Source: an optimization exercise on an open RTL-to-GDS flow (aim: small area, a short achievable clock period and few clock cycles per item). Production flows keep margins and buffers that such runs may drop.
Only simulation tests tie the RTL to the original design; equivalence was not proved.

`flow/run.sh`:
```
#!/bin/bash
# synth_recipe.tcl (not shown) runs the flow's synth.tcl, then flattens the netlist and writes it again
# the make line also repeats each setting of config.mk as NAME=value (left out here)
make -C /OpenROAD-flow-scripts/flow DESIGN_CONFIG=/design/flow/config.mk WORK_HOME=/design/flow/orfs CLKGATE_MAP_FILE= SYNTH_SCRIPT=/design/flow/synth_recipe.tcl finish
```
`flow/constraint.sdc`:
```
create_clock -name core_clock -period 10.0 [get_ports {clk}]
set_input_delay 2.0000 -clock core_clock [delete_from_list [all_inputs] [get_ports {clk}]]
set_output_delay 2.0000 -clock core_clock [all_outputs]
set_load 0.01 [all_outputs]
```
`flow/config.mk`:
```
export PLATFORM = sky130hd
export DESIGN_NAME = trimmed_mean_sliding_window_filter
export DESIGN_NICKNAME = trimmed_mean_sliding_window_filter
export VERILOG_FILES = /design/flow/design.v
export SDC_FILE = /design/flow/constraint.sdc
export NUM_CORES = 4
export LEC_CHECK = 0
export CAP_MARGIN = 20
export CORE_MARGIN = 2
export CORE_UTILIZATION = 40
export SETUP_SLACK_MARGIN = 5
export SLEW_MARGIN = 20
```
`flow/design.v`:
```
package tmswf_pkg;
    localparam int NUM_CH = 10;
    localparam int SMP_W  = 32;
    localparam int DATA_W = NUM_CH * SMP_W;
    localparam int USER_W = 1;
endpackage
module tmswf_div6 (
    input  logic [34:0] u,
    output logic [31:0] q
);
    localparam int ND = 9;             
    localparam int NL = 4;             
    logic         neg;
    logic         c3;                  
    logic [2:0]   lo3;                 
    logic [2:0]   res [ND];
    logic [2:0]   pre [NL+1][ND];      
    logic [2:0]   ru  [ND];            
    logic [31:0]  qq;
    function automatic logic [2:0] add3(input logic [2:0] a, input logic [2:0] b);
        logic [2:0] c;
        c[0] = (a[0] & b[0]) | (a[1] & b[2]) | (a[2] & b[1]);
        c[1] = (a[0] & b[1]) | (a[1] & b[0]) | (a[2] & b[2]);
        c[2] = (a[0] & b[2]) | (a[2] & b[0]) | (a[1] & b[1]);
        add3 = c;
    endfunction
    function automatic logic [2:0] res4(input logic [3:0] d);
        logic [2:0] a, b, r;
        a = {d[0] & d[2], d[0] ^ d[2], !(d[0] | d[2])};       
        b = {d[1] & d[3], d[1] ^ d[3], !(d[1] | d[3])};       
        r[0] = (a[0] & b[0]) | (a[1] & b[1]) | (a[2] & b[2]);
        r[1] = (a[1] & b[0]) | (a[2] & b[1]) | (a[0] & b[2]);
        r[2] = (a[2] & b[0]) | (a[0] & b[1]) | (a[1] & b[2]);
        res4 = r;
    endfunction
    function automatic logic [3:0] qdig(input logic [2:0] r, input logic [3:0] d);
        logic [3:0] x;
        logic [15:0] m;
        for (int v = 0; v < 16; v++)
            m[v] = (d == 4'(v));
        x = 4'd0;
        x[0] = (r[0] & (m[3] | m[4] | m[5] | m[9] | m[10] | m[11] | m[15]))
               | (r[1] & (m[0] | m[1] | m[5] | m[6] | m[7] | m[11] | m[12] | m[13]))
               | (r[2] & (m[1] | m[2] | m[3] | m[7] | m[8] | m[9] | m[13] | m[14] | m[15]));
        x[1] = (r[0] & (m[6] | m[7] | m[8] | m[9] | m[10] | m[11]))
               | (r[1] & (m[2] | m[3] | m[4] | m[5] | m[6] | m[7] | m[14] | m[15]))
               | (r[2] & (m[0] | m[1] | m[2] | m[3] | m[10] | m[11] | m[12] | m[13] | m[14] | m[15]));
        x[2] = (r[0] & (m[12] | m[13] | m[14] | m[15]))
               | (r[1] & (m[0] | m[1] | m[2] | m[3] | m[4] | m[5] | m[6] | m[7]))
               | (r[2] & (m[4] | m[5] | m[6] | m[7] | m[8] | m[9] | m[10] | m[11] | m[12] | m[13] | m[14] | m[15]));
        x[3] = (r[1] & (m[8] | m[9] | m[10] | m[11] | m[12] | m[13] | m[14] | m[15]))
               | (r[2] & (m[0] | m[1] | m[2] | m[3] | m[4] | m[5] | m[6] | m[7] | m[8] | m[9] | m[10] | m[11] | m[12] | m[13] | m[14] | m[15]));
        qdig = x;
    endfunction
    assign neg = !(u[34] | (u[33] & u[32]));
    assign c3  = neg & (u[2] | (u[1] & u[0]));
    assign lo3 = u[2:0] + {neg, 1'b0, neg};
    logic [8:0] dall;                  
    logic [8:0] cb;
    logic [8:0] pa [4];
    always_comb
    begin
        dall[0] = c3 & u[3] & u[4];    
        for (int i = 1; i < 9; i++)
            dall[i] = (i < 8) ? (&u[4*i+1 +: 4]) : 1'b0;
        pa[0] = dall;
        for (int l = 0; l < 3; l++)
            for (int i = 0; i < 9; i++)
                pa[l+1][i] = (i >= (1 << l)) ? (pa[l][i] & pa[l][i - (1 << l)]) : pa[l][i];
        cb[0] = 1'b0;
        for (int i = 1; i < 9; i++)
            cb[i] = pa[3][i-1];        
    end
    always_comb
    begin
        for (int i = 0; i < ND; i++)
        begin
            if (i < ND - 1)
                res[i] = res4(u[4*i+1 +: 4]);
            else
                res[i] = res4({2'b00, u[34:33]});
            pre[0][i] = res[i];
        end
        for (int l = 1; l <= NL; l++)
        begin
            for (int i = 0; i < ND; i++)
            begin
                if (i + (1 << (l - 1)) < ND)
                    pre[l][i] = add3(pre[l-1][i], pre[l-1][i + (1 << (l - 1))]);
                else
                    pre[l][i] = pre[l-1][i];
            end
        end
        for (int i = 0; i < 8; i++)
        begin
            logic [4:0] hd;
            logic [2:0] rin;
            ru[i] = pre[NL][i+1];
            if (i == 0)
                hd = {1'b0, u[4:3], 2'b00} + {3'b000, c3, 2'b00} + {3'b000, lo3[2:1]};
            else
                hd = {1'b0, u[4*i+1 +: 4]} + {4'd0, cb[i]};
            rin = hd[4] ? {ru[i][1], ru[i][0], ru[i][2]} : ru[i];
            qq[4*i +: 4] = qdig(rin, hd[3:0]);
        end
    end
    assign q = {~qq[31], qq[30:0]};
endmodule
import tmswf_pkg::*;
module trimmed_mean_sliding_window_filter #(
    parameter int WINDOW = 8
) (
    input  logic                                  clk,
    input  logic                                  rst_n,
    input  logic                                  s_tvalid,
    output logic                                  s_tready,
    input  logic [tmswf_pkg::DATA_W-1:0]          s_tdata,
    output logic                                  m_tvalid,
    input  logic                                  m_tready,
    output logic [tmswf_pkg::DATA_W-1:0]          m_tdata,
    output logic [tmswf_pkg::USER_W-1:0]          m_tuser
);
    localparam int NW = 8;             
    localparam int NP = NW * (NW - 1) / 2;
    function automatic int pidx(input int i, input int j);
        pidx = i * (2 * NW - 1 - i) / 2 + (j - i - 1);
    endfunction
    logic       adv, take, home;
    logic [3:0] fill;                  
    logic       full;
    logic [2:0] pos;                   
    logic       v_w, v_c, v_r, v_o;    
    logic       f_c, f_r, f_o;         
    assign adv      = !v_o || m_tready;
    assign home     = (pos == 3'd0) || (fill == 4'd0);
    assign s_tready = adv && home;
    assign take     = s_tvalid && s_tready;
    assign full     = fill[3];
    always_ff @(posedge clk or negedge rst_n)
    begin
        if (!rst_n)
        begin
            fill <= '0;
            pos  <= '0;
            v_w  <= 1'b0;
            v_c  <= 1'b0;
            v_r  <= 1'b0;
            v_o  <= 1'b0;
        end
        else
        begin
            if (take && !full)
                fill <= fill + 4'd1;
            pos <= take ? 3'd0 : pos + 3'd1;
            if (adv)
            begin
                v_w <= take;
                v_c <= v_w;
                v_r <= v_c;
                v_o <= v_r;
            end
        end
    end
    always_ff @(posedge clk)
    begin
        if (adv)
        begin
            f_c <= full;
            f_r <= f_c;
            f_o <= f_r;
        end
    end
    for (genvar c = 0; c < NUM_CH; c++)
    begin : g_ch
        logic [NW*SMP_W-1:0]     w;     
        logic [NP-1:0]           p;
        logic signed [SMP_W-1:0] x_in;
        logic signed [SMP_W-1:0] w_old [NW-1];
        logic [NW-1:0]           is_min, is_max, keep;
        logic [34:0]             op [NW];
        logic [34:0]             s1, y1, s2, y2, s3, y3, s4, y4, s5, y5, s6, y6;
        logic [34:0]             r_cs, r_cy;
        logic [34:0]             r_sum;
        logic [31:0]             q;
        logic [31:0]             o_smp;
        assign x_in = s_tdata[c*SMP_W +: SMP_W];
        for (genvar k = 0; k < NW - 1; k++)
        begin : g_old
            assign w_old[k] = w[k*SMP_W +: SMP_W];
        end
        always_ff @(posedge clk)
        begin
            w <= {w[(NW-1)*SMP_W-1:0], take ? x_in : w[(NW-1)*SMP_W +: SMP_W]};
            for (int i = 0; i < NW - 1; i++)
                for (int j = i + 1; j < NW - 1; j++)
                    p[pidx(i + 1, j + 1)] <= p[pidx(i, j)];
            for (int j = 1; j < NW; j++)
                p[pidx(0, j)] <= take ? !(w_old[j-1] < x_in) : !p[pidx(j - 1, NW - 1)];
        end
        always_comb
        begin
            for (int k = 0; k < NW; k++)
            begin
                is_min[k] = 1'b1;
                is_max[k] = 1'b1;
                for (int j = 0; j < NW; j++)
                begin
                    if (j > k)
                    begin
                        is_min[k] = is_min[k] & p[pidx(k, j)];
                        is_max[k] = is_max[k] & !p[pidx(k, j)];
                    end
                    else if (j < k)
                    begin
                        is_min[k] = is_min[k] & !p[pidx(j, k)];
                        is_max[k] = is_max[k] & p[pidx(j, k)];
                    end
                end
                keep[k] = full ? !(is_min[k] || is_max[k]) : (pos == 3'(k));
            end
        end
        always_comb
        begin
            for (int k = 0; k < NW; k++)
                op[k] = {(k == 2) ? 3'b111 : 3'b000, !(keep[k] && w[k*SMP_W+31]),
                         keep[k] ? w[k*SMP_W +: 31] : 31'd0};
        end
        csa3 #(.W(35)) u_c1 (.a(op[0]), .b(op[1]), .c(op[2]), .s(s1), .y(y1));
        csa3 #(.W(35)) u_c2 (.a(op[3]), .b(op[4]), .c(op[5]), .s(s2), .y(y2));
        csa3 #(.W(35)) u_c3 (.a(s1),    .b(y1),    .c(s2),    .s(s3), .y(y3));
        csa3 #(.W(35)) u_c4 (.a(y2),    .b(op[6]), .c(op[7]), .s(s4), .y(y4));
        csa3 #(.W(35)) u_c5 (.a(s3),    .b(y3),    .c(s4),    .s(s5), .y(y5));
        csa3 #(.W(35)) u_c6 (.a(s5),    .b(y5),    .c(y4),    .s(s6), .y(y6));
        always_ff @(posedge clk)
        begin
            if (adv)
            begin
                r_cs <= s6;
                r_cy <= y6;
                r_sum <= r_cs + r_cy;
            end
        end
        tmswf_div6 u_div (
            .u (r_sum),
            .q (q)
        );
        always_ff @(posedge clk)
        begin
            if (adv)
                o_smp <= f_r ? q : r_sum[31:0];
        end
        assign m_tdata[c*SMP_W +: SMP_W] = o_smp;
    end
    assign m_tvalid = v_o;
    assign m_tuser  = USER_W'(f_o);
endmodule
module csa3 #(
    parameter int W = 35
) (
    input  logic [W-1:0] a,
    input  logic [W-1:0] b,
    input  logic [W-1:0] c,
    output logic [W-1:0] s,
    output logic [W-1:0] y
);
    assign s = a ^ b ^ c;
    assign y = {(a[W-2:0] & b[W-2:0]) | (a[W-2:0] & c[W-2:0]) | (b[W-2:0] & c[W-2:0]), 1'b0};
endmodule
```
==> results of run 1 <==
through the flow:
step	hold WS [ps]	worst slack [ps]	cells
floorplan	335.4	-12940	26524
global placement	341.9	3679	35686
detailed placement	347.0	3580	35689
CTS	267.4	4987	36628
global route	273.5	4797	36738
finish	268.3	5028	36753
how the worst min path moves through the flow:
stage | end | start | slack (ps) | depth (start not counted)
after floorplan | g_ch[0].w[128] | g_ch[0].w[96] | 340 | 0
after global placement | g_ch[0].w[224] | g_ch[0].w[192] | 340 | 0
after detailed placement | g_ch[4].w[224] | g_ch[4].w[192] | 350 | 0
after CTS | g_ch[3].w[67] | g_ch[3].w[35] | 270 | 0
after global routing | g_ch[3].w[34] | g_ch[3].w[2] | 270 | 0
final | g_ch[3].w[34] | g_ch[3].w[2] | 270 | 0
final cells by class:
class	count	area, sq um	share of cell area (%)
clock buffers	700	14400	4.707
diodes	25	62.56	0.02045
inverters	3054	11470	3.749
multi-input cells	18726	159800	52.23
well taps	8938	11180	3.656
clock inverters	207	2426	0.7932
flip-flops and latches	4204	97760	31.96
repair buffers	899	8797	2.876
Yosys cell counts (all sizes together), types with 100 or more instances:
master	number	area share [%]
a211oi	111	0.31
a21o	1080	3.0
a21oi	1280	2.4
a222oi	326	1.2
a31oi	100	0.23
and2	1993	4.6
clkbuf	512	0.71
dfxtp	2840	21
edfxtp	1353	15
fa	1910	14
ha	3008	14
inv	3054	4.3
mux2i	170	0.63
nand2	1771	2.5
nand2b	298	0.69
nand3	348	0.65
nand4	599	1.4
nor2	1397	1.9
nor2b	368	0.85
nor3	223	0.41
o21a	110	0.31
o21ai	1281	2.4
o221ai	198	0.65
o22ai	388	0.90
xnor2	471	1.5
xor2	142	0.46
routing by layer:
layer / GRT usage [%] / up-vias / wire length (um)
met3: 3.136 / 1099 / 41810
met5: 0 / - / 164
met4: 7.597 / 20 / 30270
met1: 31.19 / 97603 / 359700
met2: 36.12 / 5149 / 355700
li1: - / 94323 / -
cells by family (layout without fill, tap and decap cells):
logic type	count (synthesis)	count (layout)
AOI/OAI and AO/OA	5605	5610
xor gates and xnor gates	613	613
adders and majority gates	4933	4933
buffers and inverters	3599	4860
DFF	4204	4204
muxes	242	242
other	0	25
and+or+nand+nor	7328	7328
what timing repair did:
item / 4_1_cts / 5_1_grt
buffers inserted: 28 / 95
pin swaps: 9 / 59
cloned: 4 / 1
setup endpoints to repair: 762 / 96
resized for setup: 70 / 69
sequential cells by signal, indices dropped and copies added (netlist names):
register,count
g_ch.p,280
g_ch.r_cy,330
v_r,1
f_o,1
v_o,1
g_ch.r_cs,350
v_w,1
fill,4
g_ch.o_smp,320
f_r,1
pos,3
g_ch.w,2560
v_c,1
f_c,1
g_ch.r_sum,350
==> results by group, run 1 <==
Global routing
  • Initial antenna violation count: 57
  • Gr ovfl total: 0
  • First-pass GRT wire length: 1,198,000 um
  • Total GRT Usage: 22.49%
  • Largest net degree at the start of global routing: 174
  • Vias in the first global route: 197.6k

Die
  • Die X: 824.9 um
  • Die H: 824.9 um
  • Core region area: 671,500 sq um
  • IO Count: 647
  • Rows: 301
  • Initial Util: 40.14%
  • Die ar.: 680,400 sq um

Status
  • Outcome: finished clean

Logic synthesis
  • Synth Area per Inst: 10.16 sq um
  • Synth Area in XOR/XNOR: 1.992%
  • Synth Register Bits: 4,204
  • Synth Area in Compound Gates: 13.67%
  • Netlist cell types: 87
  • Area share of fa/ha/maj cells after synthesis: 28.20%
  • Synth async-reset ratio: 0.2617%
  • Main synth FF type: dfxtp_1
  • Number of synthesized flops with an enable pin: 1,353
  • Simple logic cell fraction of the synthesized area: 13.92%
  • Syn Inst Count: 26.52k
  • Post-Syn Nets: 31.77k
  • Multiplexer share of the synthesized area: 0.9335%
  • Sequential area share after synthesis: 36.27%
  • Synth Warn #: 46
  • Largest family of logic cells by synthesized area: adder cells
  • Synth Cell Area: 269,500 sq um

Detailed routing
  • Vias/cell: 5.393
  • Final WL: 787,600 um
  • Via count: 198.2k
  • WL per Instance: 21.43 um
  • DRC violations left: 0
  • Detailed Route Iter0 Violations: 15.88k
  • DRT Pass-1 Iters: 14
  • Antenna-violating nets left: 0

STA
  • RSZ-0062 raised after global routing: true
  • Max transition margin: 13.25%
  • Fmax: 201.1 MHz
  • TNS Setup: 0 ps
  • Final Hold Viols: 0
  • Tcrit/Tclk final: 49.72%
  • Slew Viols, Final: 0
  • Final setup vio count: 0
  • Clk_skew: 117.8 ps
  • Worst Tran Pin Value: 1289 ps
  • Tmin final: 4972 ps

Critical path
  • Crit path launch type: flop
  • Crit path max fanout: 20
  • Setup CP Type: flop to flop
  • R2r setup slk: 5030 ps
  • Most used cell, CP: fa_1
  • Critical-path cell list: buf_4 -> buf_4 -> nand2_1 -> o21ai_2 -> and2_1 -> fa_1 -> inv_1 -> fa_1 -> fa_1 -> inv_1 -> fa_1
  • RR Endpoint: g_ch[7].r_cs[9]
  • Reg2reg path depth: 11
  • Worst EP required: 10,820 ps
  • Buf/Inv on CP: 4
  • Top Family by Delay on Critical Path: adder cells
  • Largest stage delay on the critical path: 950 ps
  • WP depth: 11
  • Reg-to-Reg Start: fill[3]
  • CP max-delay cell: o21ai_2
  • Data arrival time of the critical path: 5790 ps
  • End of the critical path: g_ch[7].r_cs[9]
  • Worst setup path start: fill[3]
  • Crit path capture type: flop

Layout
  • Most frequent cells in the layout: inv_1, ha_1, dfxtp_1
  • Final net count: 32.61k
  • Most common cell after layout, fill and taps aside: inv_1
  • Share of layout cells above drive strength 1: 4.980%
  • Fin area: 305,900 sq um
  • Filler Cell Count: 62.43k
  • Fin util: 45.55%
  • P&R area growth vs syn: 13.47%

CTS
  • Clock Latency Late Sink: 1110 ps
  • CTS Buffer Depth: 4
  • Sinks on Clock Net: 4,204
  • H-tree levels: 5
  • CTS root buf: clkbuf_16
  • TritonCTS clock tree: built
  • Cts bufs inserted: 480
  • Cts-stage hold buffer count: 0
  • Register clock-pin slew on the reported worst setup and hold paths: 60 ps

Placement
  • Post-DP Area: 287,000 sq um
  • Buffers on Ports: 646
  • Final Wtd Congestion: 0.8935
  • Final HPWL DP: 602,100 um

Min path
  • Min-Delay Path Class: flop to flop

Flow run
  • Max-Cap Viols: 0
Testbench counts, summed over its fixed seeds: cycles 2,424, items 2,400.
==> run 2: changes to the inputs <==
--- a/flow/design.v
+++ b/flow/design.v
@@ -13,4 +13,2 @@
     logic         neg;
-    logic         c3;                  
-    logic [2:0]   lo3;                 
     logic [2:0]   res [ND];
@@ -55,5 +53,3 @@
     assign neg = !(u[34] | (u[33] & u[32]));
-    assign c3  = neg & (u[2] | (u[1] & u[0]));
-    assign lo3 = u[2:0] + {neg, 1'b0, neg};
-    logic [8:0] dall;                  
+    logic [8:0] dall;
     logic [8:0] cb;
@@ -62,3 +58,3 @@
     begin
-        dall[0] = c3 & u[3] & u[4];    
+        dall[0] = u[3] & u[4] & (u[2] | (u[1] & u[0]));
         for (int i = 1; i < 9; i++)
@@ -69,5 +65,5 @@
                 pa[l+1][i] = (i >= (1 << l)) ? (pa[l][i] & pa[l][i - (1 << l)]) : pa[l][i];
-        cb[0] = 1'b0;
+        cb[0] = neg;
         for (int i = 1; i < 9; i++)
-            cb[i] = pa[3][i-1];        
+            cb[i] = neg & pa[3][i-1];
     end
@@ -95,11 +91,14 @@
         begin
-            logic [4:0] hd;
-            logic [2:0] rin;
+            logic [3:0] d0, d1, hd;
+            logic       co;
+            logic [2:0] r1;
             ru[i] = pre[NL][i+1];
+            d0 = u[4*i+1 +: 4];
             if (i == 0)
-                hd = {1'b0, u[4:3], 2'b00} + {3'b000, c3, 2'b00} + {3'b000, lo3[2:1]};
+                {co, d1} = {1'b0, u[4:0]} + 6'd5 >> 1;
             else
-                hd = {1'b0, u[4*i+1 +: 4]} + {4'd0, cb[i]};
-            rin = hd[4] ? {ru[i][1], ru[i][0], ru[i][2]} : ru[i];
-            qq[4*i +: 4] = qdig(rin, hd[3:0]);
+                {co, d1} = {1'b0, d0} + 5'd1;
+            hd = cb[i] ? d1 : d0;
+            r1 = (cb[i] & co) ? {ru[i][1], ru[i][0], ru[i][2]} : ru[i];
+            qq[4*i +: 4] = qdig(r1, hd);
         end
@@ -130,3 +129,3 @@
     logic       full;
-    logic [2:0] pos;                   
+    logic [NW-1:0] posh;               
     logic       v_w, v_c, v_r, v_o;    
@@ -134,3 +133,3 @@
     assign adv      = !v_o || m_tready;
-    assign home     = (pos == 3'd0) || (fill == 4'd0);
+    assign home     = posh[0] || (fill == 4'd0);
     assign s_tready = adv && home;
@@ -143,3 +142,3 @@
             fill <= '0;
-            pos  <= '0;
+            posh <= NW'(1);
             v_w  <= 1'b0;
@@ -153,3 +152,3 @@
                 fill <= fill + 4'd1;
-            pos <= take ? 3'd0 : pos + 3'd1;
+            posh <= take ? NW'(1) : {posh[NW-2:0], posh[NW-1]};
             if (adv)
@@ -218,3 +217,3 @@
                 end
-                keep[k] = full ? !(is_min[k] || is_max[k]) : (pos == 3'(k));
+                keep[k] = full ? !(is_min[k] || is_max[k]) : posh[k];
             end
--- a/flow/config.mk
+++ b/flow/config.mk
@@ -12 +12,3 @@
 export SLEW_MARGIN = 20
+export SYNTH_HIERARCHICAL = 1
+export SYNTH_MINIMUM_KEEP_SIZE = 500
==> run 2 against run 1 <==
Via count fell by 0.26%. Worst setup slack better by 15 ps. Wire length shrank 0.47%. Count of clock-buffer cells in the layout shrank 10. Final cell count down 3.7%. Synthesized cell count is 4.5% lower. Sequential share of layout area up 0.87 points. Final area down 2.5%. Non-clock buffer count decreased by 24.
==> results by group, run 2 <==
CTS
  • H-tree levels: 5
  • TritonCTS clock tree: built
  • Cts bufs inserted: 477
  • Register clock-pin slew on the reported worst setup and hold paths: 50 ps
  • CTS Buffer Depth: 4
  • Clock Latency Late Sink: 1080 ps
  • CTS root buf: clkbuf_16
  • Sinks on Clock Net: 4,209

Status
  • Outcome: finished clean

Detailed routing
  • Via count: 197.7k
  • DRT Pass-1 Iters: 13
  • Detailed Route Iter0 Violations: 16.80k
  • Antenna-violating nets left: 0
  • WL per Instance: 22.15 um
  • Final WL: 783,900 um
  • Vias/cell: 5.587
  • DRC violations left: 0

STA
  • Final setup vio count: 0
  • Final Hold Viols: 0
  • Slew Viols, Final: 0
  • TNS Setup: 0 ps
  • Fmax: 201.7 MHz
  • Clk_skew: 90.16 ps
  • Tcrit/Tclk final: 49.57%
  • Tmin final: 4957 ps
  • Max transition margin: 16.24%
  • RSZ-0062 raised after global routing: true
  • Worst Tran Pin Value: 1256 ps

Critical path
  • Crit path launch type: input pin
  • Critical-path cell list: clkdlybuf4s50_1 -> nor2b_4 -> nor2_4 -> clkbuf_2
  • Worst setup path start: m_tready
  • Reg-to-Reg Start: fill[3]
  • CP max-delay cell: clkdlybuf4s50_1
  • Worst EP required: 8000 ps
  • Crit path max fanout: 5
  • Crit path capture type: primary output
  • Data arrival time of the critical path: 2960 ps
  • Setup CP Type: input pin to primary output
  • Largest stage delay on the critical path: 450 ps

Min path
  • Min-Delay Path Class: flop to flop
  • Hold Path Origin: g_ch[9].w[112]

Layout
  • P&R area growth vs syn: 12.83%
  • Share of layout cells above drive strength 1: 6.321%
  • Most frequent cells in the layout: nand2_1, ha_1, dfxtp_1
  • Final net count: 31.37k
  • Biggest regs: g_ch.w (2560), g_ch.r_cs (350), g_ch.r_sum (350)
  • Largest Register: g_ch.w
  • Final std cells w/o fill: 35.38k
  • Max FFs per register: 2,560
  • Most common cell after layout, fill and taps aside: nand2_1
  • Fin area: 298,100 sq um

Die
  • Rows: 298
  • Core region area: 658,500 sq um
  • Initial Util: 40.13%
  • Die ar.: 667,100 sq um
  • Die H: 816.7 um
  • IO Count: 647
  • Die X: 816.7 um

Global routing
  • Gr ovfl total: 0
  • Total GRT Usage: 22.80%
  • Initial antenna violation count: 54
  • Vias in the first global route: 198.8k
  • Largest net degree at the start of global routing: 158
  • First-pass GRT wire length: 1,196,000 um

Logic synthesis
  • Synth Cell Area: 264,200 sq um
  • Synth Warn #: 52
  • Synth async-reset ratio: 0.3801%
  • Synth Area per Inst: 10.43 sq um
  • Number of synthesized flops with an enable pin: 1,353
  • Netlist cell types: 104
  • Synth Register Bits: 4,209
  • Most frequent cells after synthesis: nand2_1, ha_1, dfxtp_1
  • Ranking of synthesized cells by area: dfxtp_1, edfxtp_1, fa_1, ha_1, nand2_1
  • Top-area cell type share of the netlist area: 21.52%
  • Dominant cell type by area after synthesis: dfxtp_1
  • Sequential area share after synthesis: 37.05%
  • Post-Syn Nets: 30.49k
  • Syn Inst Count: 25.33k
  • Main synth FF type: dfxtp_1
  • Count leader, synth: nand2_1

Placement
  • Final Wtd Congestion: 0.9118
  • Post-DP Area: 280,700 sq um
  • Final HPWL DP: 597,300 um
  • Placed cell count: 34.33k
  • Buffers on Ports: 646

Flow run
  • Max-Cap Viols: 0
-- run 2: changes by cell type in the layout (fill, tap and decap cells not counted), moves of 139 or more --
| cell | change |
|---|---|
| nor2b_1 | -261 |
| o21ai_0 | -160 |
| mux2_2 | +340 |
| inv_1 | -1098 |
| nand2_1 | +1740 |
| a21o_1 | -163 |
| xnor2_1 | +139 |
| and2_1 | -1765 |
| nand2b_1 | -146 |
-- run 2: worst max-delay path: cells and delay by family --
family,cells,cell delay (ps)
buffers and inverters,2,620
AND/OR/NAND/NOR,2,340
-- run 2: metal layers --
metal / vias to the layer above / wire (um) / global-route usage [%]
met3: 1182 / 46420 / 3.015
met5: - / 129 / 0
met1: 97697 / 348800 / 31.22
met2: 5900 / 359000 / 37.30
met4: 20 / 29550 / 7.627
li1: 92889 / - / -
-- run 2: through the flow --
step / setup slack [ps] / util (%) / hold WS, ps
detailed placement: 4248 / 42.64 / 345.1
global route: 4990 / 45.27 / 336.2
CTS: 4824 / 45.14 / 311.5
global placement: 4035 / 42.64 / 344.2
floorplan: -12940 / - / 335.4
finish: 5043 / 45.27 / 314.1
-- run 2: worst paths after layout --
path / slack [ps] / cells past startpoint / endpoint
min in group asynchronous: 1290 / 2 / v_o
min reg2reg: 310 / 0 / g_ch[9].w[144]
max reg2reg: 5050 / 11 / g_ch[5].r_cs[28]
max in group asynchronous: 8380 / 2 / posh[0]
min: 310 / 0 / g_ch[9].w[144]
max: 5040 / 4 / s_tready
-- run 2: cells by family (layout without fill, tap and decap cells) --
family	count (synthesis)	count (layout)	share of synthesized area [%]
AND/OR/NAND/NOR	7107	7107	12.35
AO/OA/AOI/OAI	5357	5357	13.52
adder cells (fa/ha/maj)	4842	4842	28.35
flip-flops	4209	4209	37.05
buffers and inverters	2424	3733	3.562
multiplexers	708	708	2.877
XOR/XNOR	686	686	2.302
other	0	42	0
-- run 2: Yosys stat by module (local to each module, per instance) --
module | cells inside | cell area [sq um]
trimmed_mean_sliding_window_filter | 19633 | 225400
tmswf_div6 | 570 | 3885
-- run 2: cell type report --
type	instances	area, sq um
antenna	42	105.1
clock buffer	690	14060
clock inverter	213	2022
fill	61354	360300
inverter	1955	7342
multi-input combinational	18700	157300
sequential	4209	97890
tap	8700	10890
timing repair buffer	875	8479
-- run 2: repair_timing --
item	CTS	global route
endpoints found under the setup margin	655	104
setup buffers	15	96
hold buffers	0	0
pin swaps	2	62
resized for setup	37	12
gates cloned	0	0
Testbench counts of run 2, summed over its fixed seeds: cycles 2,424, items 2,400.

-- separate check: timing with driven ports --
How much do the figures lean on ideal ports? The routed layouts below were timed once more, with nothing changed but the port constraints.
Step 1: set_driving_cell puts a clkbuf_16 on clk and a buf_2 on each other input, an assumption about the parent block.
Step 2 also shifts input and output timing later by t, the mid clock arrival at the registers, as if the neighbouring blocks saw the same clock.
Slacks: ideal ports / drivers / drivers and shift; pairs: ideal ports / drivers.
run	shift t [ns]	setup WS [ns]	worst setup path after step 2	worst data-port slew with drivers (ns)	pins driven straight from the clock port
run 1	1.185	5.028 / 5.028 / 3.922	input to register	0.29	1
run 2	1.164	5.043 / 5.017 / 4.191	input to register	0.33	1
After both steps setup and hold are still met in every run listed. For run 1, which loses most, drivers alone change the setup slack by 0.000 ns; drivers and shift together by -1.106 ns.
